Source: an optimization exercise on an open RTL-to-GDS flow (aim: small area, a short achievable clock period and few clock cycles). Production flows keep margins and buffers that such runs may drop. In this exercise RTL edits were held to simulation tests only and were not proved equivalent to the original. Power and IR drop assume default switching activity.

// smeTop
module smeTop
(
    input  logic       clk,
    input  logic       reset,
    input  logic [7:0] charData,
    input  logic       isString,
    input  logic       isPattern,
    output logic       valid,
    output logic       match,
    output logic [4:0] matchIndex
);
Size: ~1600 cells after synthesis, about 19 I/O pins, roughly 0.015 mm² of cells after synthesis.
clock: 7.0 ns
lec_check: 0
cap_margin: 20
core_margin: 2
core_utilization: 60
cts_buf_list: sky130_fd_sc_hd__clkbuf_4 sky130_fd_sc_hd__clkbuf_8
cts_cluster_diameter: 60
cts_cluster_size: 14
setup_slack_margin: 4.35
slew_margin: 20
run.sh (not shown) runs the stock make flow with config.mk's settings and CLKGATE_MAP_FILE= SYNTH_SCRIPT=/design/flow/synth_recipe.tcl, a recipe that flattens the netlist after the stock synthesis.
Testbench counts at the start, summed over its fixed seeds: cycles 6,945.
Edit:
- PLACE_DENSITY: unset -> 0.68
- SETUP_SLACK_MARGIN: 4.35 -> 4.4
What happened: Wire length drops by about 1.5%. First-iteration DRC count drops by about 17%. Area after synthesis stays the same. Combinational power drops by about 2%.
Edit:
- PLACE_DENSITY: 0.68 -> unset
Result:
- The changed run completed without violations
- cell count hardly moves
- clock skew fell by 6.6 ps
- non-clock buffer count increases by 7
- wire length hardly moves
- global-route usage climbs by 0.44 points
- via count decreases slightly
- cell area rose slightly
- core utilization grows by 0.33 points

red:
Starting RTL as in the previous note.
export LEC_CHECK = 0
export CAP_MARGIN = 20
export CORE_MARGIN = 2
export CORE_UTILIZATION = 60
export CTS_BUF_LIST = sky130_fd_sc_hd__clkbuf_4 sky130_fd_sc_hd__clkbuf_8
export CTS_CLUSTER_DIAMETER = 60
export CTS_CLUSTER_SIZE = 14
export PLACE_DENSITY = 0.55
export SETUP_SLACK_MARGIN = 4.4
export SLEW_MARGIN = 20
create_clock -name core_clock -period 7.0 [get_ports {clk}]
red: PASS, flow complete, no timing, DRC or antenna violations
Testbench counts of red, summed over its fixed seeds: cycles 6,945.
### red -> blue
-- flow/config.mk --
<<< red, line 13
export CTS_CLUSTER_SIZE = 14
export PLACE_DENSITY = 0.55
export SETUP_SLACK_MARGIN = 4.4
export SLEW_MARGIN = 20
>>> blue, line 13
export CTS_CLUSTER_SIZE = 14
export SETUP_SLACK_MARGIN = 4.45
export SLEW_MARGIN = 20
Findings:
- Per the final summary, blue finished and its layout is clean on timing, DRC and antenna.
- Looking at multi-input logic portion of the cell area, blue sits 0.56 points lower than red does.
- Sequential share of layout area: blue lower than red
- Count of nets after finishing: blue vs red up 23
- Summary of blue over red: area added between synthesis and finish went up by 2.0 points; clock period minus worst slack went up by 47 ps; slew at the pin with the worst max-slew slack went down by 180 ps.
- Delta (blue minus red): average routed wire per standard cell shows an increase of 3.3%; count of clock-buffer cells in the layout shows an increase of 2; share of final-layout standard cells stronger than drive strength 1 shows an increase of 2.2 points.
- Comparing blue against red, there is no change at all in mean area per synthesized cell.
diff inputs: blue => green
-- flow/config.mk --
<<< blue, line 13
export CTS_CLUSTER_SIZE = 14
export SETUP_SLACK_MARGIN = 4.45
export SLEW_MARGIN = 20
>>> green, line 13
export CTS_CLUSTER_SIZE = 14
export GPL_ROUTABILITY_DRIVEN = 0
export SETUP_SLACK_MARGIN = 4.4
export SLEW_MARGIN = 20
Findings:
green reached the end of the flow, and the finished layout is clean on the timing, DRC and antenna checks.
blue finished every stage and its layout cleared the timing, DRC and antenna checks.
green vs blue, power per standard cell area went down by 0.94%.
Part of the total power dissipated in the clock network was lower in the run labelled blue.
Comparing blue against green, there is no change at all in number of antenna violations at the first check in global routing.
Diff blue -> green | non-clock buffer count | up by a little under 10%
Against blue, green reports a worst IR drop on VDD that is lower.
| final worst setup slack | green vs blue | ≈ equal |
Min area growth from synthesis to layout across blue and green: blue
Fraction of met2 tracks used by global routing down 0.77 points in green wrt blue
The estimated wirelength of the detail-placed design reported for green is smaller than that of blue by 1100 µm.

== rev 12 ==
Another version of the RTL of smeTop (not shown whole).
For scale: roughly 350 flip-flops, roughly 19 I/O pins, about 16000 um^2 of cells after synthesis.
export LEC_CHECK = 0
export CAP_MARGIN = 20
export CORE_MARGIN = 2
export CORE_UTILIZATION = 40
export CTS_BUF_LIST = sky130_fd_sc_hd__clkbuf_4 sky130_fd_sc_hd__clkbuf_8
export SETUP_SLACK_MARGIN = 4.5
export SLEW_MARGIN = 20
create_clock -name core_clock -period 7.0 [get_ports {clk}]
Testbench counts of rev 12, summed over its fixed seeds: cycles 6,945.
The following lists how rev 13 was set up differently from rev 12:
==> flow/config.mk <==
export PLATFORM = sky130hd
export DESIGN_NAME = smeTop
export DESIGN_NICKNAME = smeTop
export VERILOG_FILES = /design/flow/design.v
export SDC_FILE = /design/flow/constraint.sdc
export NUM_CORES = 4
export LEC_CHECK = 0
export CAP_MARGIN = 20
export CORE_MARGIN = 2
export CORE_UTILIZATION = 60
export CTS_BUF_LIST = sky130_fd_sc_hd__clkbuf_4 sky130_fd_sc_hd__clkbuf_8
export CTS_CLUSTER_DIAMETER = 60
export CTS_CLUSTER_SIZE = 14
export SETUP_SLACK_MARGIN = 4.5
export SLEW_MARGIN = 20
Notes after the runs:
All of rev 12 and rev 13 finish clean. Diff rev 12 -> rev 13: critical path depth went up; clock network fraction of total power went down; final worst-path cycle share went up; maximum clock skew at final layout went up. Comparing rev 12 and rev 13, the lower internal reg-to-reg setup slack is on rev 13. Power of rev 13 falls short of that of rev 12 by more than 10%. Rev 13: combinational power is about 5% higher than what rev 12 reported. Relative contribution of combinational cells to total power was lower in rev 12 than in rev 13. The worst slew slack as a fraction of its limit in rev 13 sits 5.1 points below the value recorded for rev 12. Relative to rev 12, multi-input gate share of the layout cell area has increased by 1.9 points in rev 13.

[port drivers added, routing unchanged]
The flow's constraints put no driver on any port. The routed layouts listed below were extracted and timed again, unchanged, in two steps. Step 1: set_driving_cell puts a clkbuf_16 on clk and a buf_2 on each other input, an assumption about the parent block. Step 2 moves the port delays by t, midway between the first and last clock arrival at a register: inputs arrive t later, outputs are due t later. That takes back most of the time a late clock gives input paths. Three values: ideal ports, drivers, drivers and shift; two values: the first two.
run | shift t [ns] | setup slack, ns | hold WS [ns] | slew at the worst register clock pin (ns)
the first run of note 1 | 0.660 | 4.322 / 4.322 / 3.734 | 0.370 / 0.370 / 0.370 | 0.10 / 0.10
the second run of note 1 | 0.661 | 4.354 / 4.354 / 3.738 | 0.372 / 0.372 / 0.372 | 0.09 / 0.09
the third run of note 1 | 0.660 | 4.435 / 4.403 / 3.791 | 0.366 / 0.366 / 0.366 | 0.10 / 0.10
red | 0.660 | 4.435 / 4.403 / 3.791 | 0.366 / 0.366 / 0.366 | 0.10 / 0.10
blue | 0.669 | 4.388 / 4.388 / 3.742 | 0.353 / 0.353 / 0.353 | 0.10 / 0.10
green | 0.659 | 4.389 / 4.382 / 3.722 | 0.349 / 0.349 / 0.349 | 0.10 / 0.10
rev 12 | 0.685 | 4.420 / 4.419 / 3.882 | 0.352 / 0.352 / 0.352 | 0.07 / 0.07
rev 13 | 0.674 | 4.328 / 4.328 / 3.863 | 0.359 / 0.359 / 0.359 | 0.11 / 0.11
After both steps setup and hold are still met in every run listed. For green, which loses most, drivers alone change the setup slack by -0.007 ns; drivers and shift together by -0.667 ns.
